This is an optimization exercise on Yosys and OpenROAD, whose aim is small area, a short achievable clock period and few clock cycles per item, not a production implementation.
No run shown here included a check of the RTL's function; only the layout flow was run.
Power is estimated from default activity; no workload was simulated.

===== flow/config.mk =====
export PLATFORM = sky130hd
export DESIGN_NAME = fan_step_hysteresis_level
export DESIGN_NICKNAME = fan_step_hysteresis_level
export VERILOG_FILES = /design/flow/design.v
export SDC_FILE = /design/flow/constraint.sdc
export NUM_CORES = 4
export LEC_CHECK = 0
export CAP_MARGIN = 20
export CORE_MARGIN = 2
export CORE_UTILIZATION = 40
export SLEW_MARGIN = 20

===== flow/constraint.sdc =====
create_clock -name core_clock -period 5.0 [get_ports {clk}]
set_input_delay 1.0000 -clock core_clock [delete_from_list [all_inputs] [get_ports {clk}]]
set_output_delay 1.0000 -clock core_clock [all_outputs]
set_load 0.01 [all_outputs]

===== flow/design.v =====
package fshl_pkg;
	localparam int TEMP_W      = 10;
	localparam int LEVEL_W     = 3;
	localparam int RPM_W       = 16;
	localparam int CFG_IDX_W   = 3;
	localparam int CFG_DATA_W  = 64;
	localparam int NUM_REGS    = 7;
	localparam int LEVELS_DEF  = 7;
	localparam int BYTE_W      = 8;
	localparam int RPM_LSB     = 48;
	localparam int ON_CPU_LSB  = 0;
	localparam int ON_REG_LSB  = 8;
	localparam int ON_CHG_LSB  = 16;
	localparam int OFF_CPU_LSB = 24;
	localparam int OFF_REG_LSB = 32;
	localparam int OFF_CHG_LSB = 40;
	typedef logic signed [TEMP_W-1:0] temp_t;
	typedef logic [CFG_DATA_W-1:0]    level_word_t;
	typedef logic [RPM_W-1:0]         rpm_t;
	function automatic temp_t sbyte_ext(input logic [BYTE_W-1:0] b);
		sbyte_ext = {{(TEMP_W - BYTE_W){b[BYTE_W-1]}}, b};
	endfunction
	function automatic logic gt_b(input temp_t t, input logic [BYTE_W-1:0] b);
		gt_b = t > sbyte_ext(b);
	endfunction
	function automatic logic lt_b(input temp_t t, input logic [BYTE_W-1:0] b);
		lt_b = t < sbyte_ext(b);
	endfunction
endpackage
module fshl_lane #(
	parameter bit DOWN = 1'b0
) (
	input  fshl_pkg::temp_t       t_cpu,
	input  fshl_pkg::temp_t       t_reg,
	input  fshl_pkg::temp_t       t_chg,
	input  logic [23:0]           pts,
	input  logic                  valid,
	input  logic                  zero_hit,
	output logic                  hit
);
	logic hit_pts;
	if (DOWN) begin : g_dn
		assign hit_pts = fshl_pkg::lt_b(t_cpu, pts[7:0]) && fshl_pkg::lt_b(t_reg, pts[15:8]) &&
		                 fshl_pkg::lt_b(t_chg, pts[23:16]);
	end else begin : g_up
		assign hit_pts = fshl_pkg::gt_b(t_cpu, pts[7:0]) ||
		                 (fshl_pkg::gt_b(t_reg, pts[15:8]) && fshl_pkg::gt_b(t_chg, pts[23:16]));
	end
	assign hit = valid ? hit_pts : zero_hit;
endmodule
module fshl_merge #(
	parameter int LEVELS = fshl_pkg::LEVELS_DEF,
	parameter int LW     = $clog2(LEVELS)
) (
	input  logic [LW-1:0]       lv_now,
	input  logic                dir,
	input  logic [LEVELS-2:0]   vec,
	output logic [LW-1:0]       lv_next
);
	logic [LW-1:0] lv_up;
	logic [LW-1:0] lv_dn;
	always_comb begin
		lv_up = LW'(LEVELS - 1);
		for (int j = LEVELS - 2; j >= 0; j--) begin
			if ((LW'(j) >= lv_now) && !vec[j]) begin
				lv_up = LW'(j);
			end
		end
	end
	always_comb begin
		lv_dn = '0;
		for (int j = 1; j < LEVELS; j++) begin
			if ((LW'(j) <= lv_now) && !vec[j-1]) begin
				lv_dn = LW'(j);
			end
		end
	end
	assign lv_next = dir ? lv_dn : lv_up;
endmodule
module fan_step_hysteresis_level #(
	parameter int LEVELS = fshl_pkg::LEVELS_DEF
) (
	input  logic                           clk,
	input  logic                           arst_n,
	input  logic                           in_valid,
	output logic                           in_stall,
	input  fshl_pkg::temp_t                cpu_temp,
	input  fshl_pkg::temp_t                temp_regulator,
	input  fshl_pkg::temp_t                charger_temp,
	input  logic                           powered,
	output logic                           out_valid,
	input  logic                           out_stall,
	output logic [fshl_pkg::RPM_W-1:0]     target_rpm,
	output logic [fshl_pkg::LEVEL_W-1:0]   fan_level,
	input  logic                           cfg_valid,
	output logic                           cfg_ready,
	input  logic [fshl_pkg::CFG_IDX_W-1:0] cfg_index,
	input  logic [fshl_pkg::CFG_DATA_W-1:0] cfg_data
);
	localparam int LW = $clog2(LEVELS);
	localparam int VW = LEVELS - 1;
	fshl_pkg::level_word_t level_reg_q [LEVELS];
	logic [LEVELS-1:0]     level_ok_q;
	fshl_pkg::temp_t last_cpu_q, last_reg_q, last_chg_q;
	logic            last_ok_q;
	logic          a0_v_q, a1_v_q;
	logic [VW:0]   a0_q, a1_q;
	logic          in_stall_q;
	logic [LW-1:0]        level_now_q;
	logic                 out_valid_q;
	fshl_pkg::rpm_t       rpm_q;
	logic          in_acc, push, pop;
	logic          fell, rose, fell_l, rose_l, fell_0, rose_0;
	logic          up_zero, dn_zero;
	logic [LEVELS-1:0] up_vec, dn_vec;
	logic [VW:0]   in_ent;
	logic [LW-1:0] lv_next;
	fshl_pkg::rpm_t rpm_next;
	assign cfg_ready = 1'b1;
	assign in_stall  = in_stall_q;
	assign in_acc    = in_valid && !in_stall_q;
	assign push      = in_acc && powered;
	assign pop       = a0_v_q && (!out_valid_q || !out_stall);
	for (genvar i = 0; i < LEVELS; i++) begin : g_tbl
		always_ff @(posedge clk) begin
			if (cfg_valid && (int'(cfg_index) == i)) begin
				level_reg_q[i] <= cfg_data;
			end
		end
	end
	always_ff @(posedge clk or negedge arst_n) begin
		if (!arst_n) begin
			level_ok_q <= '0;
		end else if (cfg_valid) begin
			for (int i = 0; i < LEVELS; i++) begin
				if (int'(cfg_index) == i) begin
					level_ok_q[i] <= 1'b1;
				end
			end
		end
	end
	always_ff @(posedge clk) begin
		if (push) begin
			last_cpu_q <= cpu_temp;
			last_reg_q <= temp_regulator;
			last_chg_q <= charger_temp;
		end
	end
	always_ff @(posedge clk or negedge arst_n) begin
		if (!arst_n) begin
			last_ok_q <= 1'b0;
		end else if (push) begin
			last_ok_q <= 1'b1;
		end
	end
	assign fell_l = (cpu_temp < last_cpu_q) || (temp_regulator < last_reg_q) ||
	                (charger_temp < last_chg_q);
	assign rose_l = (cpu_temp > last_cpu_q) || (temp_regulator > last_reg_q) ||
	                (charger_temp > last_chg_q);
	assign fell_0 = cpu_temp[9] || temp_regulator[9] || charger_temp[9];
	assign rose_0 = (cpu_temp > 0) || (temp_regulator > 0) || (charger_temp > 0);
	assign fell   = last_ok_q ? fell_l : fell_0;
	assign rose   = last_ok_q ? rose_l : rose_0;
	assign up_zero = (cpu_temp > 0) || ((temp_regulator > 0) && (charger_temp > 0));
	assign dn_zero = cpu_temp[9] && temp_regulator[9] && charger_temp[9];
	for (genvar g = 0; g < LEVELS; g++) begin : g_lane
		if (g < LEVELS - 1) begin : g_up
			fshl_lane #(.DOWN(1'b0)) u_up (
				.t_cpu    (cpu_temp),
				.t_reg    (temp_regulator),
				.t_chg    (charger_temp),
				.pts      (level_reg_q[g][23:0]),
				.valid    (level_ok_q[g]),
				.zero_hit (up_zero),
				.hit      (up_vec[g])
			);
		end else begin : g_up_none
			assign up_vec[g] = 1'b0;
		end
		if (g > 0) begin : g_dn
			fshl_lane #(.DOWN(1'b1)) u_dn (
				.t_cpu    (cpu_temp),
				.t_reg    (temp_regulator),
				.t_chg    (charger_temp),
				.pts      (level_reg_q[g][47:24]),
				.valid    (level_ok_q[g]),
				.zero_hit (dn_zero),
				.hit      (dn_vec[g])
			);
		end else begin : g_dn_none
			assign dn_vec[g] = 1'b0;
		end
	end
	assign in_ent = fell ? {1'b1, dn_vec[LEVELS-1:1]} :
	                rose ? {1'b0, up_vec[LEVELS-2:0]} : {1'b1, {VW{1'b0}}};
	always_ff @(posedge clk or negedge arst_n) begin
		if (!arst_n) begin
			a0_v_q     <= 1'b0;
			a1_v_q     <= 1'b0;
			in_stall_q <= 1'b0;
		end else begin
			if (pop) begin
				a0_v_q <= a1_v_q || push;
				a1_v_q <= 1'b0;
			end else if (!a0_v_q) begin
				a0_v_q <= push;
			end else if (push) begin
				a1_v_q <= 1'b1;
			end
			in_stall_q <= a0_v_q && (a1_v_q || push) && !pop;
		end
	end
	always_ff @(posedge clk) begin
		if (pop || !a0_v_q) begin
			a0_q <= a1_v_q ? a1_q : in_ent;
		end
		if (!a1_v_q) begin
			a1_q <= in_ent;
		end
	end
	fshl_merge #(
		.LEVELS (LEVELS),
		.LW     (LW)
	) u_merge (
		.lv_now  (level_now_q),
		.dir     (a0_q[VW]),
		.vec     (a0_q[VW-1:0]),
		.lv_next (lv_next)
	);
	always_comb begin
		rpm_next = '0;
		for (int i = 0; i < LEVELS; i++) begin
			if ((LW'(i) == lv_next) && level_ok_q[i]) begin
				rpm_next = level_reg_q[i][fshl_pkg::RPM_LSB +: fshl_pkg::RPM_W];
			end
		end
	end
	always_ff @(posedge clk or negedge arst_n) begin
		if (!arst_n) begin
			level_now_q <= '0;
			out_valid_q <= 1'b0;
		end else begin
			if (pop) begin
				level_now_q <= lv_next;
			end
			out_valid_q <= pop || (out_valid_q && out_stall);
		end
	end
	always_ff @(posedge clk) begin
		if (pop) begin
			rpm_q <= rpm_next;
		end
	end
	assign out_valid  = out_valid_q;
	assign target_rpm = rpm_q;
	assign fan_level  = fshl_pkg::LEVEL_W'(level_now_q);
endmodule

===== flow/run.sh =====
#!/bin/bash
# synth_recipe.tcl (not shown) runs the flow's synth.tcl, then flattens the netlist and writes it again
# the make line also repeats each setting of config.mk as NAME=value (left out here)
make -C /OpenROAD-flow-scripts/flow DESIGN_CONFIG=/design/flow/config.mk WORK_HOME=/design/flow/orfs CLKGATE_MAP_FILE= SYNTH_SCRIPT=/design/flow/synth_recipe.tcl finish

==> flow_metrics.env, run 1 <==
export IMPL_internal_power_mw=7.67
export IMPL_route_met3_wl_um=3070
export IMPL_grt_pass1_wl_um=100000
export IMPL_hp_class="reg2reg"
export IMPL_tightestPinTransition_ns=0.953
export IMPL_hold_viol=0
export IMPL_pwr_share_comb_pct=20.2
export IMPL_outcome="no timing/DRC/antenna violations"
export IMPL_fin_tns_setup_ns=0
export IMPL_via_per_inst=5.37
export IMPL_cts_tree="built"
export IMPL_synth_fa_ha_area_share_pct=18.4
export IMPL_synth_xor_area_share_pct=0
export IMPL_die_area_um2=65400
export IMPL_synthCells=2066
export IMPL_cts_clk_slew_worst_paths_ns=0.06
export IMPL_synth_mux_area_share_pct=0.168
export IMPL_critPathCaptureType="register"
export IMPL_synthTopCellsByArea="edfxtp_1 54%, ha_1 18%, inv_1 4.9%"
export IMPL_fp_dieW_um=256
export IMPL_max_cap_violations=0
export IMPL_grt_max_degree=64
export IMPL_cts_buffers=51
export IMPL_cts_hold_buf=0
export IMPL_crit_chain="clkdlybuf4s50_1 -> ha_1 -> a2111oi_0 -> o31a_1 -> o311ai_0 -> a31oi_1 -> o2111ai_1 -> o211ai_1"
export IMPL_vias=17000
export IMPL_max_freq_ghz=0.266
export IMPL_ios=125
export IMPL_synth_compound_area_share_pct=11.1
export IMPL_ir_worst_vdd_mv=0.341
export IMPL_endpoint="a0_q[5]"
export IMPL_yosys_area_top_type="edfxtp_1"
export IMPL_slew_viol_final=0
export IMPL_synth_warnings=6
export IMPL_initial_core_util_pct=40.3
export IMPL_overflow=0
export IMPL_drive_gt1_share_pct=7.74
export IMPL_grt_usage_pct=19.8
export IMPL_routed_top_layer="met5"
export IMPL_slowest_delay_ns=0.84
export IMPL_root_buffer="clkbuf_16"
export IMPL_antennaDiodeCount=0
export IMPL_synth_top_family_by_area="adder cells"
export IMPL_syn_to_final_growth_pct=17.1
export IMPL_post_dp_cell_area_um2=28000
export IMPL_drc_errors=0
export IMPL_critPathArrivalTime_ns=4.10
export IMPL_cts_resized=0
export IMPL_switching_share_pct=28.9
export IMPL_yosysSeqAreaShare_pct=55.7
export IMPL_period_needed_ns=3.75
export IMPL_synth_most_common_cell="edfxtp_1"
export IMPL_finalCritPeriodShare_pct=75.1
export IMPL_dp_cells=3064
export IMPL_cpMaxStageDelayCell="o311ai_0"
export IMPL_min_from="a1_q[6]"
export IMPL_finClkSkew_ns=0.0454
export IMPL_regArea_um2=14100
export IMPL_synth_area_um2=25300
export IMPL_cts_sinks=475
export IMPL_p_leak_nw=12.2
export IMPL_antenna_found_initial=1
export IMPL_grt_pass1_vias=17300
export IMPL_worstHoldPathCells=1
export IMPL_gp_congestion=0.885
export IMPL_dr_pass1_iters=5
export IMPL_wl_met2_um=30600
export IMPL_m1WireLength_um=29100
export IMPL_crit_start="temp_regulator[1]"
export IMPL_post_cts_buffers=0
export IMPL_cpLargestDelayFamily="compound AO/OA/AOI/OAI gates"
export IMPL_clkPwrFrac_pct=35.5
export IMPL_slew_headroom_pct=35.7
export IMPL_ff2ff_setup_slack_ns=1.71
export IMPL_die_height_um=256
export IMPL_num_rows=92
export IMPL_first_iter_violations=1091
export IMPL_clock_path_buffers=3
export IMPL_dp_hpwl_um=45500
export IMPL_port_buffers=123
export IMPL_whs_ns=0.458
export IMPL_core_um2=62900
export IMPL_synth_top_flop_cell="edfxtp_1"
export IMPL_power_density_nw_per_um2=363
export IMPL_ys_async_sr_fraction_pct=3.16
export IMPL_design_area_um2=29700
export IMPL_cp_required_ns=5.34
export IMPL_synth_area_per_cell_um2=12.3
export IMPL_nNetsFinal=2747
export IMPL_synthDistinctLibCells=78
export IMPL_routed_wirelength_um=64800
export IMPL_yosys_area_share_simple_pct=8.99
export IMPL_seqPwrFrac_pct=44.3
export IMPL_clk_latency_ns=0.63
export IMPL_synth_edf_count=453
export IMPL_setup_violations=0
export IMPL_final_antenna_net_count=0
export IMPL_worst_r2r_path_depth=7
export IMPL_rr_startpoint="level_now_q[2]"
export IMPL_rsz0062_at_grt="no"
export IMPL_path_class="in2reg"
export IMPL_wire_per_inst_um=20.5
export IMPL_cts_htree_levels=2
export IMPL_final_cells=3158
export IMPL_crit_buf_inv=1
export IMPL_startpoint_type="input pin"
export IMPL_synth_seq_cells=475
export IMPL_yosys_top_cells_count="453 x edfxtp_1, 372 x ha_1, 330 x inv_1, 100 x nor2_1, 97 x nand2_1"
export IMPL_cp_num_cells=8
export IMPL_crit_fanout=13
export IMPL_multi_input_area_um2=9880
export IMPL_synth_nets=2541
export IMPL_synth_top_area_share_pct=53.7
export IMPL_p_sw_mw=3.11
export IMPL_r2r_end="rpm_q[7]"
export IMPL_fillCellCount=5577
==> state kept, by name, summed over array words and instances, names as in the netlist <==
| register | cells |
|---|---|
| a0_q | 7 |
| a0_v_q | 1 |
| a1_q | 7 |
| a1_v_q | 1 |
| in_stall_q | 1 |
| last_chg_q | 10 |
| last_cpu_q | 10 |
| last_ok_q | 1 |
| last_reg_q | 10 |
| level_now_q | 3 |
| level_ok_q | 7 |
| level_reg_q | 400 |
| out_valid_q | 1 |
| rpm_q | 16 |
==> kinds of logic after synthesis <==
group                    count (synthesis)
multiplexers                             4
buffers and inverters                  356
AO/OA/AOI/OAI                          409
adder cells (fa/ha/maj)                372
AND/OR/NAND/NOR                        449
flip-flops                             475
other                                    1
==> worst register-to-register path, stage by stage, from the launching register on <==
cell	delay [ns]
dfrtp_1	0.61
o21bai_1	0.16
a21o_2	0.28
o32ai_4	0.83
and2_1	0.76
and3_1	0.25
a221oi_1	0.05
nand3_1	0.20
==> cell usage in the layout (no fill, tap or decap), types with 15 or more instances in the layout <==
cell type          n
nor2b_1           25
nand3_1           60
ha_1             372
nand2b_1          24
o211ai_1          15
edfxtp_1         453
nor2_1            94
inv_1            330
a31oi_1           45
a21oi_1           85
nand4_1           58
dfrtp_1           15
nor3_1            25
clkdlybuf4s50_1  123
buf_4             52
o21a_1            27
a21o_1            32
o21ai_0           66
clkbuf_16         51
nand2_1           97
==> metrics by stage <==
stage	total power [mW]	setup WS, ns	utilization [%]
2_1_floorplan	6.26	0.534	-
3_3_place_gp	6.99	0.753	44.5
3_5_place_dp	7.04	0.733	44.5
4_1_cts	10.9	1.37	47.2
5_1_grt	11.3	1.13	47.2
6_report	10.8	1.25	47.2
==> metal layers <==
layer / global-route usage [%] / vias to the layer above
li1: - / 8118
met1: 26.4 / 8310
met2: 33.1 / 408
met3: 2.86 / 122
met4: 6.87 / 2
met5: 0 / -
==> cell type report <==
type                            instances  share of cell area [%]
Sequential cell                       475                    47.6
Multi-Input combinational cell       1235                    33.3
Timing Repair Buffer                  178                    5.69
Clock buffer                           52                    4.31
Inverter                              331                    4.19
Tap cell                              846                    3.57
Clock inverter                         41                    1.39
==> worst min-delay path by stage <==
stage	to	slack, ns
3_3_place_gp	a1_q[6]	0.44
4_1_cts	a1_q[6]	0.45
3_5_place_dp	a1_q[6]	0.44
6_report	a1_q[6]	0.46
5_1_grt	a1_q[6]	0.48
2_1_floorplan	a1_q[6]	0.42
==> power groups by stage <==
stage	Sequential (mW)	Clock [mW]	Combinational, mW
2_1_floorplan	4.83	0	1.43
6_report	4.78	3.83	2.18
5_1_grt	4.81	4.05	2.40
4_1_cts	4.78	3.90	2.19
3_5_place_dp	4.86	0	2.18
3_3_place_gp	4.86	0	2.13
==> run 2, diff against run 1 <==
--- a/flow/config.mk
+++ b/flow/config.mk
@@ -8,4 +8,5 @@
 export CAP_MARGIN = 20
 export CORE_MARGIN = 2
 export CORE_UTILIZATION = 40
+export SETUP_SLACK_MARGIN = 3.0
 export SLEW_MARGIN = 20
==> run 2 against run 1 <==
Net effect:
- still clean
- cell area rose by 6.1%
- sequential cell count did not move
- non-clock buffer count increased by 81
- fmax increased by 43%
- sequential share of layout area is 2.7 points lower
- utilization is 2.9 points higher
- largest power group unchanged
==> flow_metrics.env, run 2 <==
export IMPL_critPathArrivalTime_ns=3.06
export IMPL_period_needed_ns=2.63
export IMPL_fin_tns_setup_ns=0
export IMPL_synthCells=2066
export IMPL_root_buffer="clkbuf_16"
export IMPL_nNetsFinal=2833
export IMPL_critPathCaptureType="register"
export IMPL_hp_class="reg2reg"
export IMPL_crit_chain="clkbuf_4 -> ha_1 -> nand4_1 -> a221oi_2 -> a21oi_1 -> nand2_2 -> a41oi_4 -> a311o_2 -> o311ai_4"
export IMPL_path_class="in2reg"
export IMPL_outcome="no timing/DRC/antenna violations"
export IMPL_seqPwrFrac_pct=41.0
export IMPL_drc_errors=0
export IMPL_hold_viol=0
export IMPL_startpoint_type="input pin"
export IMPL_synth_area_um2=25300
export IMPL_finClkSkew_ns=0.0509
export IMPL_pwr_share_comb_pct=25.7
export IMPL_overflow=0
export IMPL_largest_reg_flops=400
export IMPL_grt_usage_pct=21.1
export IMPL_antennaDiodeCount=0
export IMPL_max_freq_ghz=0.381
export IMPL_p_total_mw=11.6
export IMPL_final_cell_mix="453 x edfxtp_1, 351 x ha_1, 327 x inv_1, 94 x nor2_1, 93 x nand2_1"
export IMPL_via_per_inst=5.38
export IMPL_routed_wirelength_um=69800
export IMPL_slew_viol_final=0
export IMPL_cts_tree="built"
export IMPL_vias=17500
export IMPL_gp_congestion=0.887
export IMPL_cts_clk_slew_worst_paths_ns=0.06
export IMPL_port_buffers=123
export IMPL_synth_edf_count=453
export IMPL_num_rows=92
export IMPL_syn_to_final_growth_pct=24.2
export IMPL_cpLargestDelayFamily="compound AO/OA/AOI/OAI gates"
export IMPL_max_cap_violations=0
export IMPL_grt_max_degree=66
export IMPL_synth_top_area_share_pct=53.7
export IMPL_final_antenna_net_count=0
export IMPL_die_height_um=256
export IMPL_final_common_cell="edfxtp_1"
export IMPL_internal_power_mw=8.14
export IMPL_yosys_area_top_type="edfxtp_1"
export IMPL_finalCritPeriodShare_pct=52.5
export IMPL_crit_buf_inv=1
export IMPL_cp_required_ns=5.44
export IMPL_wire_per_inst_um=21.5
export IMPL_dp_hpwl_um=44900
export IMPL_rsz0062_at_grt="yes"
export IMPL_dr_pass1_iters=5
export IMPL_synth_most_common_cell="edfxtp_1"
export IMPL_power_density_nw_per_um2=369
export IMPL_clk_latency_ns=0.63
export IMPL_cts_buffers=51
export IMPL_grt_pass1_wl_um=106000
export IMPL_cts_sinks=475
export IMPL_synthDistinctLibCells=78
export IMPL_drive_gt1_share_pct=17.4
export IMPL_synth_nets=2541
export IMPL_cts_htree_levels=2
export IMPL_synth_seq_cells=475
export IMPL_slowest_delay_ns=0.43
export IMPL_synth_warnings=6
export IMPL_core_um2=62900
export IMPL_synth_area_per_cell_um2=12.3
export IMPL_slew_headroom_pct=34.2
export IMPL_p_leak_nw=12.9
export IMPL_switching_share_pct=29.9
export IMPL_grt_pass1_vias=17800
export IMPL_cts_hold_buf=0
export IMPL_ios=125
export IMPL_cpMaxStageDelayCell="a311o_2"
export IMPL_fp_dieW_um=256
export IMPL_setup_violations=0
export IMPL_yosys_top_cells_count="453 x edfxtp_1, 372 x ha_1, 330 x inv_1, 100 x nor2_1, 97 x nand2_1"
export IMPL_yosysSeqAreaShare_pct=55.7
export IMPL_initial_core_util_pct=40.3
export IMPL_ir_worst_vdd_mv=0.300
export IMPL_antenna_found_initial=1
export IMPL_top_register="level_reg_q"
export IMPL_top_regs="level_reg_q x400, rpm_q x16"
export IMPL_crit_fanout=8
export IMPL_p_sw_mw=3.47
export IMPL_tightestPinTransition_ns=0.984
export IMPL_synth_top_flop_cell="edfxtp_1"
export IMPL_synthTopCellsByArea="edfxtp_1 54%, ha_1 18%, inv_1 4.9%"
export IMPL_clock_path_buffers=3
export IMPL_ys_async_sr_fraction_pct=3.16
export IMPL_first_iter_violations=1164
export IMPL_die_area_um2=65400
export IMPL_clkPwrFrac_pct=33.3
[run 2: changes by cell type in the layout (fill, tap and decap cells not counted), sizes merged, moves of 2 or more]
| cell | change |
|---|---|
| clkinv | -7 |
| buf | +121 |
| nor2 | +2 |
| clkdlybuf4s50 | -55 |
| clkbuf | +17 |
| bufbuf | +2 |
| clkinvlp | +4 |
| dlygate4sd2 | +2 |
| clkdlybuf4s15 | +3 |
| inv | -4 |
[run 2: cell families (layout without fill, tap and decap cells)]
family | count (synthesis) | in the layout | synth area share [%]
AOI/OAI and AO/OA | 409 | 411 | 11.1
buffers and inverters | 356 | 685 | 5.66
and+or+nand+nor | 449 | 452 | 8.99
muxes | 4 | 4 | 0.168
DFF | 475 | 475 | 55.7
other | 1 | 1 | 0.0148
adders and majority gates | 372 | 372 | 18.4
[run 2: path summary, 6_finish.rpt]
path	from	end	slack (ns)	cells after the start
setup / recovery	temp_regulator[4]	a0_q[2]	2.37	9
max in group asynchronous	arst_n	level_now_q[1]	3.42	1
setup reg to reg	last_cpu_q[1]	a0_q[2]	2.57	10
hold reg to reg	a1_q[6]	a1_q[6]	0.45	1
hold / removal	a1_q[6]	a1_q[6]	0.45	1
min in group asynchronous	arst_n	a1_v_q	0.91	1
[run 2: what timing repair did]
action	4_1_cts	5_1_grt
endpoints found under the setup margin	483	124
hold endpoints to repair	0	0
gates resized for setup	394	66
cloned	7	1
pin swaps	61	48
buffers inserted	64	20
[run 2: per-stage QoR]
step	hold slack, ns	instances	area, um2	worst slack [ns]	utilization [%]
4_1_cts	0.458	3225	31000	2.44	49.3
5_1_grt	0.474	3246	31500	2.33	50.1
6_report	0.452	3246	31500	2.37	50.1
2_1_floorplan	0.422	2066	25600	1.95	-
3_5_place_dp	0.453	3059	28100	0.728	44.7
3_3_place_gp	0.438	3059	28100	0.866	44.7
[run 2: layout make-up]
type	instances	area [um2]
inverters	331	1250
repair buffers	259	2560
well taps	846	1060
fillers	5511	31400
clock buffers	61	1310
clock inverters	34	387
multi-input cells	1240	10800
flip-flops and latches	475	14100
[run 2: power groups by stage]
stage | clock (mW) | sequential, mW | combinational [mW]
6_report | 3.87 | 4.76 | 2.98
5_1_grt | 4.10 | 4.78 | 3.19
4_1_cts | 3.93 | 4.76 | 2.81
3_5_place_dp | 0 | 4.87 | 2.23
3_3_place_gp | 0 | 4.87 | 2.19
2_1_floorplan | 0 | 4.83 | 1.49
[run 2: routing by layer]
layer / share of wire, % / track usage [%] / up-vias
met5: 0.023 / 0 / -
li1: - / - / 8304
met1: 44 / 28.2 / 8554
met2: 47 / 34.8 / 500
met3: 5.6 / 3.77 / 109
met4: 2.8 / 6.86 / 2
==> run 3, diff against run 2 <==
--- a/flow/design.v
+++ b/flow/design.v
@@ -20,11 +20,31 @@
 	function automatic temp_t sbyte_ext(input logic [BYTE_W-1:0] b);
 		sbyte_ext = {{(TEMP_W - BYTE_W){b[BYTE_W-1]}}, b};
 	endfunction
+	function automatic logic ugt(input logic [TEMP_W-1:0] a, input logic [TEMP_W-1:0] b,
+	                             input int n);
+		logic g;
+		g = 1'b0;
+		for (int i = 0; i < TEMP_W; i++) begin
+			if (i < n) begin
+				g = (a[i] & ~b[i]) | ((a[i] | ~b[i]) & g);
+			end
+		end
+		ugt = g;
+	endfunction
+	function automatic logic sgt(input temp_t a, input temp_t b);
+		sgt = ugt({~a[TEMP_W-1], a[TEMP_W-2:0]}, {~b[TEMP_W-1], b[TEMP_W-2:0]}, TEMP_W);
+	endfunction
+	function automatic logic t_hi(input temp_t t);
+		t_hi = ~t[9] & (t[8] | t[7]);
+	endfunction
+	function automatic logic t_lo(input temp_t t);
+		t_lo = t[9] & ~(t[8] & t[7]);
+	endfunction
 	function automatic logic gt_b(input temp_t t, input logic [BYTE_W-1:0] b);
-		gt_b = t > sbyte_ext(b);
+		gt_b = t_hi(t) | (~t_lo(t) & ugt({2'b00, ~t[7], t[6:0]}, {2'b00, ~b[7], b[6:0]}, BYTE_W));
 	endfunction
 	function automatic logic lt_b(input temp_t t, input logic [BYTE_W-1:0] b);
-		lt_b = t < sbyte_ext(b);
+		lt_b = t_lo(t) | (~t_hi(t) & ugt({2'b00, ~b[7], b[6:0]}, {2'b00, ~t[7], t[6:0]}, BYTE_W));
 	endfunction
 endpackage
 module fshl_lane #(
@@ -153,15 +173,15 @@
 			last_ok_q <= 1'b1;
 		end
 	end
-	assign fell_l = (cpu_temp < last_cpu_q) || (temp_regulator < last_reg_q) ||
-	                (charger_temp < last_chg_q);
-	assign rose_l = (cpu_temp > last_cpu_q) || (temp_regulator > last_reg_q) ||
-	                (charger_temp > last_chg_q);
+	assign fell_l = fshl_pkg::sgt(last_cpu_q, cpu_temp) || fshl_pkg::sgt(last_reg_q, temp_regulator) ||
+	                fshl_pkg::sgt(last_chg_q, charger_temp);
+	assign rose_l = fshl_pkg::sgt(cpu_temp, last_cpu_q) || fshl_pkg::sgt(temp_regulator, last_reg_q) ||
+	                fshl_pkg::sgt(charger_temp, last_chg_q);
 	assign fell_0 = cpu_temp[9] || temp_regulator[9] || charger_temp[9];
-	assign rose_0 = (cpu_temp > 0) || (temp_regulator > 0) || (charger_temp > 0);
+	assign rose_0 = fshl_pkg::sgt(cpu_temp, '0) || fshl_pkg::sgt(temp_regulator, '0) || fshl_pkg::sgt(charger_temp, '0);
 	assign fell   = last_ok_q ? fell_l : fell_0;
 	assign rose   = last_ok_q ? rose_l : rose_0;
-	assign up_zero = (cpu_temp > 0) || ((temp_regulator > 0) && (charger_temp > 0));
+	assign up_zero = fshl_pkg::sgt(cpu_temp, '0) || (fshl_pkg::sgt(temp_regulator, '0) && fshl_pkg::sgt(charger_temp, '0));
 	assign dn_zero = cpu_temp[9] && temp_regulator[9] && charger_temp[9];
 	for (genvar g = 0; g < LEVELS; g++) begin : g_lane
 		if (g < LEVELS - 1) begin : g_up
==> run 3 against run 2 <==
Net effect:
- critical endpoint is now a0_q[1]
- synthesized cell count fell by 26%
- non-clock buffer count rose by 20
- cell count fell by 22%
- register-to-register slack got worse by 0.16 ns
- synthesized area fell by 19%
- still clean
- cell area fell by 14%
==> flow_metrics.env, run 3 <==
export IMPL_routed_wirelength_um=62300
export IMPL_synth_area_per_cell_um2=13.4
export IMPL_synth_area_um2=20600
export IMPL_ir_worst_vdd_mv=0.260
export IMPL_grt_max_degree=66
export IMPL_largest_reg_flops=400
export IMPL_nNetsFinal=1905
export IMPL_ys_async_sr_fraction_pct=3.16
export IMPL_synth_most_common_cell="edfxtp_1"
export IMPL_cts_tree="built"
export IMPL_postLayoutCoreUtil_pct=52.8
export IMPL_syn_to_final_growth_pct=31.0
export IMPL_setup_violations=0
export IMPL_gp_congestion=0.937
export IMPL_tightestPinTransition_ns=0.705
export IMPL_final_cells=2524
export IMPL_port_buffers=123
export IMPL_hold_viol=0
export IMPL_top_register="level_reg_q"
export IMPL_drive_gt1_share_pct=28.6
export IMPL_root_buffer="clkbuf_16"
export IMPL_final_antenna_net_count=0
export IMPL_initial_core_util_pct=40.3
export IMPL_antenna_found_initial=2
export IMPL_max_freq_ghz=0.373
export IMPL_slew_headroom_pct=52.9
export IMPL_hp_class="reg2reg"
export IMPL_grt_pass1_wl_um=90400
export IMPL_cts_htree_levels=2
export IMPL_cp_required_ns=5.33
export IMPL_yosysSeqAreaShare_pct=68.4
export IMPL_outcome="no timing/DRC/antenna violations"
export IMPL_cts_buffers=51
export IMPL_drc_errors=0
export IMPL_period_needed_ns=2.68
export IMPL_grt_util_met1_pct=31.9
export IMPL_rsz0062_at_grt="yes"
export IMPL_overflow=0
export IMPL_synth_edf_count=453
export IMPL_dp_cells=2304
export IMPL_whs_ns=0.470
export IMPL_core_um2=51200
export IMPL_max_cap_violations=0
export IMPL_synthCells=1536
export IMPL_synth_top_area_share_pct=65.9
export IMPL_wire_per_inst_um=24.7
export IMPL_startpoint_type="input pin"
export IMPL_cts_clk_slew_worst_paths_ns=0.06
export IMPL_clock_path_buffers=3
export IMPL_die_area_um2=53500
export IMPL_top_regs="level_reg_q x400, rpm_q x16"
export IMPL_synthTopCellsByArea="edfxtp_1 66%, maj3_1 3.2%, nand2b_1 2.1%"
export IMPL_synth_warnings=6
export IMPL_synthDistinctLibCells=78
export IMPL_vias=14700
export IMPL_die_height_um=231
export IMPL_yosys_top_cells_count="453 x edfxtp_1, 91 x nand2_1, 79 x nor2_1, 73 x inv_1, 69 x nand2b_1"
export IMPL_yosys_area_top_type="edfxtp_1"
export IMPL_fin_tns_setup_ns=0
export IMPL_final_cell_mix="453 x edfxtp_1, 100 x buf_4, 88 x nand2_1, 68 x clkdlybuf4s50_1, 67 x nor2_1"
export IMPL_crit_fanout=5
export IMPL_synth_seq_cells=475
export IMPL_grt_busiest_layer="met2"
export IMPL_fp_dieW_um=231
export IMPL_clk_latency_ns=0.61
export IMPL_cts_sinks=475
export IMPL_power_density_nw_per_um2=377
export IMPL_grt_pass1_vias=14200
export IMPL_num_rows=83
export IMPL_via_per_inst=5.84
export IMPL_first_iter_violations=1504
export IMPL_grt_usage_pct=22.6
export IMPL_critPathArrivalTime_ns=3.02
export IMPL_synth_nets=1639
export IMPL_final_common_cell="edfxtp_1"
export IMPL_synth_top_flop_cell="edfxtp_1"
export IMPL_path_class="in2reg"
export IMPL_finClkSkew_ns=0.0240
export IMPL_slew_viol_final=0
export IMPL_grt_util_met3_pct=2.95
export IMPL_dr_pass1_iters=5
export IMPL_use_met2_pct=35.9
export IMPL_finalCritPeriodShare_pct=53.6
export IMPL_dp_hpwl_um=38300
export IMPL_p_leak_nw=9.26
export IMPL_critPathCaptureType="register"
export IMPL_ios=125
## run 3: cell count changes after synthesis, moves of 26 or more
cell      change
a21o_1       -26
clkbuf_1     +53
maj3_1       +66
a31oi_1      -27
nor2b_1      +30
inv_1       -257
ha_1        -372
a22oi_1      +35
nand4_1      -53
a21oi_1      -33
nand2b_1     +45
## run 3: metal layers
layer  part of all wire (%)  vias to the layer above
met2                     47                      608
li1                       -                     6600
met3                    6.5                       94
met4                    2.8                        0
met1                     44                     7437
met5                      0                        -
## run 3: worst paths after layout
path,to,from,cells after the start,slack [ns]
worst max-delay path,a0_q[1],cpu_temp[0],11,2.32
worst min-delay path,a1_q[6],a1_q[6],1,0.47
worst max register to register,rpm_q[8],level_now_q[1],10,2.41
worst min register to register,a1_q[6],a1_q[6],1,0.47
max in group asynchronous,level_now_q[1],arst_n,1,3.68
min in group asynchronous,level_ok_q[0],arst_n,1,0.82
## run 3: cells by family after synthesis
| family | after synthesis | synth area share, % |
|---|---|---|
| DFF | 475 | 68.4 |
| and+or+nand+nor | 433 | 11.0 |
| AOI/OAI and AO/OA | 402 | 14.1 |
| buffers and inverters | 150 | 2.81 |
| adders and majority gates | 74 | 3.64 |
| muxes | 1 | 0.0485 |
| other | 1 | 0.0182 |
## run 3: final cells by class
cell class	instances	area [um2]
timing repair inverter	1	7.51
multi-input combinational	913	7180
tap	680	851
clock buffer	61	1330
sequential	475	14100
clock inverter	33	414
inverter	81	377
antenna	1	2.50
timing repair buffer	279	2760
fill	4229	24100
## run 3: repair_timing
item	in CTS	in global routing
cloned	5	5
pin swaps	72	50
hold buffers	0	0
setup buffers	80	35
resized for setup	445	94
endpoints found under the setup margin	465	116
hold endpoints to repair	0	0
## run 3: worst max-delay path, cell delays in order
cell and delay (ns):
buf_12 0.11, buf_8 0.13, nor2b_4 0.12, maj3_2 0.34, o31ai_4 0.20, a221oi_2 0.05
o211ai_1 0.42, a31oi_4 0.19, buf_6 0.15, a32oi_2 0.18, o2bb2ai_1 0.12
## run 3: power breakdown
group | internal (mW) | switching [mW] | total [mW]
Clock | 2.33 | 1.59 | 3.92
Sequential | 4.59 | 0.113 | 4.70
Combinational | 0.701 | 0.875 | 1.58
Total | 7.61 | 2.58 | 10.2
## run 3: stage by stage
step	power, mW	setup WS, ns	area, um2
after detailed placement	5.91	0.692	23100
after global routing	10.5	2.28	27100
after global placement	5.89	0.713	23100
after CTS	10.1	2.34	26300
after floorplan	5.45	1.95	21200
final	10.2	2.32	27100
==> run 4, diff against run 3 <==
--- a/flow/config.mk
+++ b/flow/config.mk
@@ -5,6 +5,7 @@
 export SDC_FILE = /design/flow/constraint.sdc
 export NUM_CORES = 4
 export LEC_CHECK = 0
+export ABC_CLOCK_PERIOD_IN_PS = 2000
 export CAP_MARGIN = 20
 export CORE_MARGIN = 2
 export CORE_UTILIZATION = 40
==> run 4 against run 3 <==
Net effect:
- first-iteration DRC count unchanged
- global-route usage unchanged
- power unchanged
- sequential power about the same
- cell count unchanged
- hold slack unchanged
- sequential cell count unchanged
- setup slack unchanged
- fmax unchanged
- synthesized cell count unchanged
- critical endpoint unchanged
- highest routed layer unchanged
==> flow_metrics.env, run 4 <==
export IMPL_vias=14700
export IMPL_startpoint_type="input pin"
export IMPL_synth_seq_cells=475
export IMPL_dp_hpwl_um=38300
export IMPL_slowest_delay_ns=0.42
export IMPL_grt_pass1_wl_um=90400
export IMPL_p_leak_nw=9.26
export IMPL_hold_viol=0
export IMPL_cts_buffers=51
export IMPL_ys_async_sr_fraction_pct=3.16
export IMPL_synth_top_area_share_pct=65.9
export IMPL_initial_core_util_pct=40.3
export IMPL_ir_worst_vdd_mv=0.260
export IMPL_hp_class="reg2reg"
export IMPL_root_buffer="clkbuf_16"
export IMPL_antenna_found_initial=2
export IMPL_synth_top_flop_cell="edfxtp_1"
export IMPL_largest_reg_flops=400
export IMPL_num_rows=83
export IMPL_outcome="no timing/DRC/antenna violations"
export IMPL_drive_gt1_share_pct=28.6
export IMPL_period_needed_ns=2.68
export IMPL_synth_nets=1639
export IMPL_via_per_inst=5.84
export IMPL_synthCells=1536
export IMPL_cts_htree_levels=2
export IMPL_critPathArrivalTime_ns=3.02
export IMPL_slew_viol_final=0
export IMPL_gp_congestion=0.937
export IMPL_final_cell_mix="453 x edfxtp_1, 100 x buf_4, 88 x nand2_1, 68 x clkdlybuf4s50_1, 67 x nor2_1"
export IMPL_grt_pass1_vias=14200
export IMPL_port_buffers=123
export IMPL_max_freq_ghz=0.373
export IMPL_dr_pass1_iters=5
export IMPL_tightestPinTransition_ns=0.705
export IMPL_top_regs="level_reg_q x400, rpm_q x16"
export IMPL_crit_fanout=5
export IMPL_first_iter_violations=1504
export IMPL_finalCritPeriodShare_pct=53.6
export IMPL_final_antenna_net_count=0
export IMPL_synthTopCellsByArea="edfxtp_1 66%, maj3_1 3.2%, nand2b_1 2.1%"
export IMPL_clock_path_buffers=3
export IMPL_rsz0062_at_grt="yes"
export IMPL_crit_chain="buf_12 -> buf_8 -> nor2b_4 -> maj3_2 -> o31ai_4 -> a221oi_2 -> o211ai_1 -> a31oi_4 -> buf_6 -> a32oi_2 -> o2bb2ai_1"
export IMPL_slew_headroom_pct=52.9
export IMPL_ios=125
export IMPL_wire_per_inst_um=24.7
export IMPL_finClkSkew_ns=0.0240
export IMPL_cts_clk_slew_worst_paths_ns=0.06
export IMPL_routed_wirelength_um=62300
export IMPL_overflow=0
export IMPL_yosys_area_top_type="edfxtp_1"
export IMPL_core_um2=51200
export IMPL_fin_tns_setup_ns=0
export IMPL_max_cap_violations=0
export IMPL_drc_errors=0
export IMPL_syn_to_final_growth_pct=31.0
export IMPL_die_area_um2=53500
export IMPL_top_register="level_reg_q"
export IMPL_grt_usage_pct=22.6
export IMPL_die_height_um=231
export IMPL_cts_tree="built"
export IMPL_yosysSeqAreaShare_pct=68.4
export IMPL_synthDistinctLibCells=78
export IMPL_fp_dieW_um=231
export IMPL_cp_required_ns=5.33
export IMPL_setup_violations=0
export IMPL_cts_sinks=475
export IMPL_synth_warnings=6
export IMPL_critPathCaptureType="register"
export IMPL_p_total_mw=10.2
export IMPL_power_density_nw_per_um2=377
export IMPL_yosys_top_cells_count="453 x edfxtp_1, 91 x nand2_1, 79 x nor2_1, 73 x inv_1, 69 x nand2b_1"
export IMPL_synth_area_um2=20600
export IMPL_grt_max_degree=66
export IMPL_synth_area_per_cell_um2=13.4
export IMPL_cpMaxStageDelayCell="o211ai_1"
export IMPL_synth_most_common_cell="edfxtp_1"
export IMPL_nNetsFinal=1905
export IMPL_synth_edf_count=453
export IMPL_final_common_cell="edfxtp_1"
export IMPL_clk_latency_ns=0.61
export IMPL_path_class="in2reg"
[run 4: cell counts after synthesis]
Identical to the previous run, type by type.
[run 4: final timing paths]
| kind | startpoint | to | slack, ns | depth (start not counted) |
|---|---|---|---|---|
| worst max register to register | level_now_q[1] | rpm_q[8] | 2.41 | 10 |
| worst min register to register | a1_q[6] | a1_q[6] | 0.47 | 1 |
| min in group asynchronous | arst_n | level_ok_q[0] | 0.82 | 1 |
| worst max-delay path | cpu_temp[0] | a0_q[1] | 2.32 | 11 |
| max in group asynchronous | arst_n | level_now_q[1] | 3.68 | 1 |
| worst min-delay path | a1_q[6] | a1_q[6] | 0.47 | 1 |
[run 4: cell families (layout without fill, tap and decap cells)]
| group | count (synthesis) | count (layout) | synth area share, % |
|---|---|---|---|
| AO/OA/AOI/OAI | 402 | 402 | 14.1 |
| adder cells (fa/ha/maj) | 74 | 74 | 3.64 |
| buffers and inverters | 150 | 455 | 2.81 |
| flip-flops | 475 | 475 | 68.4 |
| multiplexers | 1 | 1 | 0.0485 |
| other | 1 | 2 | 0.0182 |
| AND/OR/NAND/NOR | 433 | 435 | 11.0 |
[run 4: what timing repair did]
item / in CTS / in global routing
hold buffers: 0 / 0
pin swaps: 72 / 50
buffers inserted: 80 / 35
setup endpoints to repair: 465 / 116
gates resized for setup: 445 / 94
cloned: 5 / 5
[run 4: critical path, delay by kind of cell]
kind,cells,cell delay [ns]
AOI/OAI and AO/OA,6,1.16
buffers and inverters,3,0.39
adders and majority gates,1,0.34
and+or+nand+nor,1,0.12
[run 4: cell type report]
class	instances	area, um2
Clock buffer	61	1330
Multi-Input combinational cell	913	7180
Fill cell	4229	24100
Inverter	81	377
Timing Repair Buffer	279	2760
Timing Repair inverter	1	7.51
Clock inverter	33	414
Sequential cell	475	14100
Antenna cell	1	2.50
Tap cell	680	851
[run 4: per-layer routing]
metal / vias up / track usage [%] / share of wire [%]
met5: - / 0 / 0
met1: 7437 / 31.9 / 44
met4: 0 / 8.13 / 2.8
li1: 6600 / - / -
met2: 608 / 35.9 / 47
met3: 94 / 2.95 / 6.5
[run 4: through the flow]
step                      worst slack (ns)  instances  area [um2]  hold WS [ns]  utilization, %
after floorplan                       1.95       1536       21200         0.422               -
after global placement               0.713       2303       23100         0.441            45.1
after detailed placement             0.692       2304       23100         0.455            45.1
after CTS                             2.34       2483       26300         0.471            51.4
after global routing                  2.28       2524       27100         0.483            52.8
final                                 2.32       2524       27100         0.470            52.8
[run 4: power by group]
group	switching [mW]	internal, mW	total, mW
registers	0.113	4.59	4.70
logic	0.875	0.701	1.58
clock network	1.59	2.33	3.92
==> run 5, diff against run 4 <==
--- a/flow/design.v
+++ b/flow/design.v
@@ -73,8 +73,10 @@
 	parameter int LW     = $clog2(LEVELS)
 ) (
 	input  logic [LW-1:0]       lv_now,
-	input  logic                dir,
-	input  logic [LEVELS-2:0]   vec,
+	input  logic                fell,
+	input  logic                rose,
+	input  logic [LEVELS-1:0]   up_vec,
+	input  logic [LEVELS-1:0]   dn_vec,
 	output logic [LW-1:0]       lv_next
 );
 	logic [LW-1:0] lv_up;
@@ -82,7 +84,7 @@
 	always_comb begin
 		lv_up = LW'(LEVELS - 1);
 		for (int j = LEVELS - 2; j >= 0; j--) begin
-			if ((LW'(j) >= lv_now) && !vec[j]) begin
+			if ((LW'(j) >= lv_now) && !up_vec[j]) begin
 				lv_up = LW'(j);
 			end
 		end
@@ -90,12 +92,20 @@
 	always_comb begin
 		lv_dn = '0;
 		for (int j = 1; j < LEVELS; j++) begin
-			if ((LW'(j) <= lv_now) && !vec[j-1]) begin
+			if ((LW'(j) <= lv_now) && !dn_vec[j]) begin
 				lv_dn = LW'(j);
 			end
 		end
 	end
-	assign lv_next = dir ? lv_dn : lv_up;
+	always_comb begin
+		if (fell) begin
+			lv_next = lv_dn;
+		end else if (rose) begin
+			lv_next = lv_up;
+		end else begin
+			lv_next = lv_now;
+		end
+	end
 endmodule
 module fan_step_hysteresis_level #(
 	parameter int LEVELS = fshl_pkg::LEVELS_DEF
@@ -118,13 +128,13 @@
 	input  logic [fshl_pkg::CFG_DATA_W-1:0] cfg_data
 );
 	localparam int LW = $clog2(LEVELS);
-	localparam int VW = LEVELS - 1;
+	localparam int VW = 2 * LEVELS + 2;
 	fshl_pkg::level_word_t level_reg_q [LEVELS];
 	logic [LEVELS-1:0]     level_ok_q;
 	fshl_pkg::temp_t last_cpu_q, last_reg_q, last_chg_q;
 	logic            last_ok_q;
 	logic          a0_v_q, a1_v_q;
-	logic [VW:0]   a0_q, a1_q;
+	logic [VW-1:0] a0_q, a1_q;
 	logic          in_stall_q;
 	logic [LW-1:0]        level_now_q;
 	logic                 out_valid_q;
@@ -133,7 +143,7 @@
 	logic          fell, rose, fell_l, rose_l, fell_0, rose_0;
 	logic          up_zero, dn_zero;
 	logic [LEVELS-1:0] up_vec, dn_vec;
-	logic [VW:0]   in_ent;
+	logic [VW-1:0] in_ent;
 	logic [LW-1:0] lv_next;
 	fshl_pkg::rpm_t rpm_next;
 	assign cfg_ready = 1'b1;
@@ -211,8 +221,7 @@
 			assign dn_vec[g] = 1'b0;
 		end
 	end
-	assign in_ent = fell ? {1'b1, dn_vec[LEVELS-1:1]} :
-	                rose ? {1'b0, up_vec[LEVELS-2:0]} : {1'b1, {VW{1'b0}}};
+	assign in_ent = {fell, rose, dn_vec, up_vec};
 	always_ff @(posedge clk or negedge arst_n) begin
 		if (!arst_n) begin
 			a0_v_q     <= 1'b0;
@@ -243,8 +252,10 @@
 		.LW     (LW)
 	) u_merge (
 		.lv_now  (level_now_q),
-		.dir     (a0_q[VW]),
-		.vec     (a0_q[VW-1:0]),
+		.fell    (a0_q[VW-1]),
+		.rose    (a0_q[VW-2]),
+		.dn_vec  (a0_q[2*LEVELS-1:LEVELS]),
+		.up_vec  (a0_q[LEVELS-1:0]),
 		.lv_next (lv_next)
 	);
 	always_comb begin
--- a/flow/config.mk
+++ b/flow/config.mk
@@ -5,7 +5,6 @@
 export SDC_FILE = /design/flow/constraint.sdc
 export NUM_CORES = 4
 export LEC_CHECK = 0
-export ABC_CLOCK_PERIOD_IN_PS = 2000
 export CAP_MARGIN = 20
 export CORE_MARGIN = 2
 export CORE_UTILIZATION = 40
==> run 5 against run 4 <==
Net effect:
- sequential cell count up 14
- setup slack worse by 0.15 ns
- non-clock buffer count shrank 8
- first-iteration DRC count fell by 22%
- clock power fell by 5%
- combinational power increased by 67%
- synthesized area up 0.78%
- critical path type unchanged
- highest routed layer unchanged
==> flow_metrics.env, run 5 <==
export IMPL_outcome="no timing/DRC/antenna violations"
export IMPL_antenna_found_initial=0
export IMPL_p_leak_nw=9.19
export IMPL_syn_to_final_growth_pct=31.1
export IMPL_ys_async_sr_fraction_pct=3.07
export IMPL_synth_area_per_cell_um2=14.0
export IMPL_synth_seq_cells=489
export IMPL_hp_class="reg2reg"
export IMPL_setup_violations=0
export IMPL_synthDistinctLibCells=76
export IMPL_yosysSeqAreaShare_pct=69.5
export IMPL_hold_viol=0
export IMPL_drive_gt1_share_pct=32.6
export IMPL_cts_sinks=489
export IMPL_yosys_top_cells_count="460 x edfxtp_1, 88 x maj3_1, 82 x nor2_1, 79 x inv_1, 74 x nand2_1"
export IMPL_power_density_nw_per_um2=415
export IMPL_core_um2=51400
export IMPL_fin_tns_setup_ns=0
export IMPL_initial_core_util_pct=40.5
export IMPL_yosys_area_top_type="edfxtp_1"
export IMPL_critPathArrivalTime_ns=3.15
export IMPL_startpoint_type="input pin"
export IMPL_cts_buffers=50
export IMPL_cts_clk_slew_worst_paths_ns=0.06
export IMPL_path_class="in2reg"
export IMPL_cts_hold_buf=0
export IMPL_nNetsFinal=1848
export IMPL_grt_busiest_layer="met2"
export IMPL_antennaDiodeCount=0
export IMPL_max_freq_ghz=0.353
export IMPL_synth_area_um2=20800
export IMPL_final_cell_mix="460 x edfxtp_1, 109 x maj3_2, 96 x buf_4, 72 x nand2_1, 69 x clkdlybuf4s50_1"
export IMPL_first_iter_violations=1173
export IMPL_num_rows=83
export IMPL_wire_per_inst_um=22.8
export IMPL_synth_nets=1590
export IMPL_grt_max_degree=49
export IMPL_cts_tree="built"
export IMPL_cp_required_ns=5.31
export IMPL_cp_common_cell="maj3_2"
export IMPL_via_per_inst=5.65
export IMPL_synth_warnings=6
export IMPL_largest_reg_flops=400
export IMPL_critPathCaptureType="register"
export IMPL_dr_pass1_iters=6
export IMPL_period_needed_ns=2.83
export IMPL_synth_top_area_share_pct=66.4
export IMPL_use_met2_pct=36.4
export IMPL_ir_worst_vdd_mv=0.253
export IMPL_synthCells=1487
export IMPL_fp_dieW_um=232
export IMPL_finClkSkew_ns=0.0148
export IMPL_final_antenna_net_count=0
export IMPL_overflow=0
export IMPL_grt_pass1_vias=14000
export IMPL_synth_top_flop_cell="edfxtp_1"
export IMPL_cts_htree_levels=2
export IMPL_clk_latency_ns=0.59
export IMPL_grt_usage_pct=20.6
export IMPL_gp_congestion=0.861
export IMPL_die_area_um2=53900
export IMPL_port_buffers=123
export IMPL_rsz0062_at_grt="yes"
export IMPL_tightestPinTransition_ns=0.726
export IMPL_ios=125
export IMPL_fillCellCount=4163
export IMPL_top_regs="level_reg_q x400, rpm_q x16"
export IMPL_cpMaxStageDelayCell="maj3_2"
export IMPL_die_height_um=232
export IMPL_finalCritPeriodShare_pct=56.7
export IMPL_grt_pass1_wl_um=83800
export IMPL_slowest_delay_ns=0.34
export IMPL_grt_util_met1_pct=26.7
export IMPL_routed_wirelength_um=56100
export IMPL_crit_chain="buf_12 -> and2b_1 -> maj3_2 -> maj3_2 -> maj3_2 -> maj3_2 -> maj3_2 -> o211ai_2 -> o221ai_2"
export IMPL_drc_errors=0
export IMPL_synth_edf_count=460
export IMPL_clock_path_buffers=3
export IMPL_final_common_cell="edfxtp_1"
export IMPL_crit_fanout=6
export IMPL_top_register="level_reg_q"
export IMPL_max_cap_violations=0
export IMPL_slew_headroom_pct=51.5
export IMPL_dp_hpwl_um=34600
export IMPL_grt_util_met3_pct=2.80
export IMPL_synthTopCellsByArea="edfxtp_1 66%, maj3_1 4.2%, maj3_2 2.6%"
export IMPL_synth_most_common_cell="edfxtp_1"
export IMPL_p_total_mw=11.3
export IMPL_vias=13900
export IMPL_root_buffer="clkbuf_16"
export IMPL_slew_viol_final=0
## run 5: changes by cell type after synthesis, moves of 7 or more
| cell | delta |
|---|---|
| o22ai_1 | +9 |
| or2_2 | -9 |
| nand3_1 | -26 |
| nand2_1 | -17 |
| nand3b_1 | -7 |
| a21oi_1 | +11 |
| a22oi_1 | -29 |
| edfxtp_1 | +7 |
| nand2b_1 | -20 |
| maj3_2 | +40 |
| nor2b_1 | -10 |
| maj3_1 | +22 |
| dfxtp_1 | +7 |
## run 5: area by class of cell
class                   instances  area, um2  area share (%)
well taps                     680        851            3.12
inverters                      83        403            1.48
repair buffers                271       2720            9.98
multi-input cells             848       7170            26.3
flip-flops and latches        489      14500            53.1
clock inverters                22        174           0.638
repair inverters                2       15.0          0.0550
clock buffers                  67       1470            5.40
## run 5: worst max-delay path, delay by kind of cell
family                     cells  cell delay, ns
buffers and inverters          1            0.09
adders and majority gates      5            1.55
AOI/OAI and AO/OA              2            0.33
and+or+nand+nor                1            0.18
## run 5: worst paths after layout
path	start	endpoint	slack, ns	cells past startpoint
setup / recovery	temp_regulator[0]	a0_q[10]	2.17	9
hold / removal	a1_q[1]	a1_q[1]	0.47	2
setup reg to reg	level_reg_q[2][40]	a0_q[9]	2.26	8
hold reg to reg	a1_q[1]	a1_q[1]	0.47	2
max in group asynchronous	arst_n	level_now_q[1]	3.65	1
min in group asynchronous	arst_n	level_now_q[2]	0.85	1
## run 5: power breakdown
group          internal, mW  leakage [nW]  switching, mW
combinational          1.23          3.89           1.41
sequential             4.82          4.49          0.123
clock                  2.21         0.808           1.54
total                  8.25          9.19           3.07
## run 5: routing by layer
| layer | wire (um) | vias up | part of all wire [%] |
|---|---|---|---|
| met4 | 1410 | 0 | 2.5 |
| met2 | 28500 | 442 | 51 |
| met5 | 0 | - | 0 |
| li1 | - | 6310 | - |
| met1 | 23100 | 7057 | 41 |
| met3 | 3020 | 97 | 5.4 |
## run 5: cells by family after synthesis
logic type                 count (synthesis)  share of synthesized area [%]
DFF                                      489                           69.5
AOI/OAI and AO/OA                        367                           12.2
and+or+nand+nor                          343                           8.51
buffers and inverters                    151                           2.87
adders and majority gates                136                           6.83
other                                      1                         0.0180
## run 5: repair_timing
action,4_1_cts,5_1_grt
cloned,7,0
hold endpoints to repair,0,0
setup buffers,74,33
setup endpoints to repair,499,175
gates resized for setup,416,110
pin swaps,111,67
## run 5: per-stage QoR
stage               utilization (%)  hold slack (ns)  worst slack (ns)  std cells  instance area, um2
floorplan                         -            0.430              1.82       1487               21200
global placement               45.2            0.446             0.742       2259               23300
detailed placement             45.2            0.449             0.714       2259               23300
CTS                            51.5            0.462              2.21       2429               26500
global route                   53.1            0.492              2.14       2462               27300
finish                         53.1            0.465              2.17       2462               27300
==> run 6, diff against run 5 <==
--- a/flow/config.mk
+++ b/flow/config.mk
@@ -8,5 +8,6 @@
 export CAP_MARGIN = 20
 export CORE_MARGIN = 2
 export CORE_UTILIZATION = 40
+export CTS_BUF_LIST = sky130_fd_sc_hd__clkbuf_4 sky130_fd_sc_hd__clkbuf_8
 export SETUP_SLACK_MARGIN = 3.0
 export SLEW_MARGIN = 20
==> run 6 against run 5 <==
Net effect:
- sequential cell count unchanged
- critical path depth stayed put
- sequential share of layout area grew 0.30 points
- still clean on timing, DRC and antenna
- setup slack better by 0.092 ns
- largest power group unchanged
- utilization down 0.29 points
- power is 3.9% lower
==> flow_metrics.env, run 6 <==
export IMPL_outcome="no timing/DRC/antenna violations"
export IMPL_slowest_delay_ns=0.34
export IMPL_critPathCaptureType="register"
export IMPL_cp_common_cell="maj3_2"
export IMPL_wire_per_inst_um=22.6
export IMPL_final_cells=2519
export IMPL_ys_async_sr_fraction_pct=3.07
export IMPL_final_antenna_net_count=0
export IMPL_design_area_um2=27100
export IMPL_cts_sinks=489
export IMPL_via_per_inst=5.61
export IMPL_ios=125
export IMPL_setup_violations=0
export IMPL_gp_congestion=0.861
export IMPL_slew_headroom_pct=50.4
export IMPL_clk_latency_ns=0.68
export IMPL_yosys_area_top_type="edfxtp_1"
export IMPL_synth_top_family_by_area="compound AO/OA/AOI/OAI gates"
export IMPL_final_cell_mix="460 x edfxtp_1, 111 x maj3_2, 91 x buf_4, 85 x clkbuf_8, 72 x nand2_1"
export IMPL_synth_seq_cells=489
export IMPL_m1WireLength_um=23600
export IMPL_crit_fanout=5
export IMPL_finalCritPeriodShare_pct=54.8
export IMPL_top_register="level_reg_q"
export IMPL_finClkSkew_ns=0.0282
export IMPL_clock_path_buffers=3
export IMPL_grt_max_degree=49
export IMPL_final_common_cell="edfxtp_1"
export IMPL_multi_input_area_um2=7160
export IMPL_synth_warnings=6
export IMPL_max_cap_violations=0
export IMPL_routed_top_layer="met4"
export IMPL_period_needed_ns=2.74
export IMPL_first_iter_violations=1150
export IMPL_largest_reg_flops=400
export IMPL_grt_pass1_wl_um=84000
export IMPL_fin_tns_setup_ns=0
export IMPL_synth_nets=1590
export IMPL_dp_hpwl_um=34600
export IMPL_root_buffer="clkbuf_8"
export IMPL_antenna_found_initial=2
export IMPL_nNetsFinal=1876
export IMPL_rsz0062_at_grt="yes"
export IMPL_vias=14100
export IMPL_p_total_mw=10.9
export IMPL_synth_compound_area_share_pct=12.2
export IMPL_hp_class="reg2reg"
export IMPL_dp_cells=2259
export IMPL_grt_pass1_vias=14200
export IMPL_synth_mux_area_share_pct=0
export IMPL_wl_met2_um=28500
export IMPL_yosys_area_share_simple_pct=8.51
export IMPL_synth_edf_count=460
export IMPL_route_met3_wl_um=3410
export IMPL_cts_hold_buf=0
export IMPL_synth_top_flop_cell="edfxtp_1"
export IMPL_slew_viol_final=0
export IMPL_die_height_um=232
export IMPL_synth_xor_area_share_pct=0
export IMPL_synth_most_common_cell="edfxtp_1"
export IMPL_cts_tree="built"
export IMPL_path_class="in2reg"
export IMPL_cts_clk_slew_worst_paths_ns=0.06
export IMPL_routed_wirelength_um=56900
export IMPL_whs_ns=0.465
export IMPL_tightestPinTransition_ns=0.742
export IMPL_post_dp_cell_area_um2=23300
export IMPL_dr_pass1_iters=6
export IMPL_yosys_top_cells_count="460 x edfxtp_1, 88 x maj3_1, 82 x nor2_1, 79 x inv_1, 74 x nand2_1"
export IMPL_drive_gt1_share_pct=34.8
export IMPL_syn_to_final_growth_pct=30.4
export IMPL_critPathArrivalTime_ns=3.14
export IMPL_p_leak_nw=9.20
export IMPL_initial_core_util_pct=40.5
export IMPL_top_regs="level_reg_q x400, rpm_q x16"
export IMPL_synth_top_area_share_pct=66.4
export IMPL_fillCellCount=4190
export IMPL_fp_dieW_um=232
export IMPL_synthCells=1487
export IMPL_num_rows=83
export IMPL_synth_area_per_cell_um2=14.0
export IMPL_cpMaxStageDelayCell="maj3_2"
export IMPL_port_buffers=123
export IMPL_die_area_um2=53900
export IMPL_yosysSeqAreaShare_pct=69.5
export IMPL_synthDistinctLibCells=76
export IMPL_synthTopCellsByArea="edfxtp_1 66%, maj3_1 4.2%, maj3_2 2.6%"
export IMPL_max_freq_ghz=0.365
export IMPL_power_density_nw_per_um2=401
export IMPL_cts_htree_levels=3
export IMPL_startpoint_type="input pin"
export IMPL_hold_viol=0
export IMPL_regArea_um2=14500
export IMPL_ir_worst_vdd_mv=0.315
export IMPL_cp_required_ns=5.40
export IMPL_cts_buffers=81
export IMPL_grt_usage_pct=20.8
export IMPL_overflow=0
export IMPL_synth_area_um2=20800
export IMPL_crit_chain="buf_12 -> and2b_1 -> maj3_2 -> maj3_2 -> maj3_2 -> maj3_2 -> maj3_2 -> o211ai_2 -> o221ai_2"
export IMPL_drc_errors=0
export IMPL_core_um2=51400
export IMPL_synth_fa_ha_area_share_pct=6.83
-- run 6: cell counts after synthesis --
Identical to the previous run, type by type.
-- run 6: through the flow --
step | utilization (%) | setup slack [ns]
global route | 52.8 | 2.21
detailed placement | 45.2 | 0.714
floorplan | - | 1.82
finish | 52.8 | 2.26
global placement | 45.2 | 0.742
CTS | 51.7 | 2.28
-- run 6: kinds of logic (layout without fill, tap and decap cells) --
| kind of cell | after synthesis | count (layout) |
|---|---|---|
| fa+ha+maj | 136 | 136 |
| simple gates | 343 | 344 |
| other cells | 1 | 3 |
| compound gates | 367 | 367 |
| flops | 489 | 489 |
| buf+inv | 151 | 500 |
-- run 6: worst paths after layout --
| kind | from | end | slack (ns) | depth (start not counted) |
|---|---|---|---|---|
| setup / recovery | temp_regulator[0] | a0_q[10] | 2.26 | 9 |
| min in group asynchronous | arst_n | last_ok_q | 0.76 | 1 |
| max in group asynchronous | arst_n | level_now_q[0] | 3.72 | 1 |
| hold / removal | a1_q[12] | a1_q[12] | 0.47 | 2 |
| setup reg to reg | level_reg_q[2][40] | a0_q[9] | 2.27 | 8 |
| hold reg to reg | a1_q[12] | a1_q[12] | 0.47 | 2 |
-- run 6: layout make-up --
type | instances | share of cell area [%]
sequential | 489 | 53.3
multi-input combinational | 848 | 26.4
timing repair buffer | 268 | 9.88
clock buffer | 112 | 5.06
tap | 680 | 3.14
inverter | 83 | 1.43
clock inverter | 35 | 0.683
timing repair inverter | 2 | 0.0461
antenna | 2 | 0.0184
-- run 6: critical path: cells and delay by family --
family | cells | cell delay [ns]
simple gates | 1 | 0.18
fa+ha+maj | 5 | 1.55
compound gates | 2 | 0.32
buf+inv | 1 | 0.09
-- run 6: per-layer routing --
metal	vias to the layer above	track usage, %
met4	0	7.59
met2	465	35.6
met1	7202	26.6
met3	85	3.51
met5	-	0
li1	6385	-
-- run 6: what timing repair did --
item / CTS / global route
endpoints found under the setup margin: 485 / 320
pin swaps: 115 / 46
endpoints found under the hold margin: 0 / 0
resized for setup: 458 / 82
buffers inserted: 86 / 14
cloned: 8 / 3
-- run 6: where the power goes --
group	total (mW)	switching (mW)	leakage (nW)	internal, mW
Clock	3.40	1.61	0.837	1.79
Sequential	4.94	0.121	4.49	4.82
Combinational	2.54	1.38	3.87	1.16

==> port drivers added, routing unchanged <==
How much do the figures lean on ideal ports? The routed layouts below were timed once more, with nothing changed but the port constraints. Step 1: set_driving_cell puts a clkbuf_16 on clk and a buf_2 on each other input, an assumption about the parent block. Step 2 also shifts input and output timing later by t, the mid clock arrival at the registers, as if the neighbouring blocks saw the same clock. a / b / c = ideal ports / drivers / drivers and shift; a / b = the first two.
run	t (ns)	setup WS [ns]	worst hold slack (ns)	worst register clock-pin slew, ns
run 1	0.666	1.246 / 1.279 / 0.613	0.458 / 0.458 / 0.458	0.07 / 0.07
run 2	0.662	2.373 / 2.397 / 1.734	0.452 / 0.452 / 0.452	0.07 / 0.07
run 3	0.652	2.319 / 2.321 / 1.669	0.470 / 0.470 / 0.470	0.06 / 0.06
run 4	0.652	2.319 / 2.321 / 1.669	0.470 / 0.470 / 0.470	0.06 / 0.06
run 5	0.637	2.167 / 2.138 / 1.501	0.465 / 0.465 / 0.465	0.06 / 0.06
run 6	0.720	2.259 / 2.166 / 1.446	0.465 / 0.465 / 0.465	0.07 / 0.07
After both steps every run listed still meets setup and hold. For run 6, which loses most, drivers alone change the setup slack by -0.093 ns; drivers and shift together by -0.813 ns.
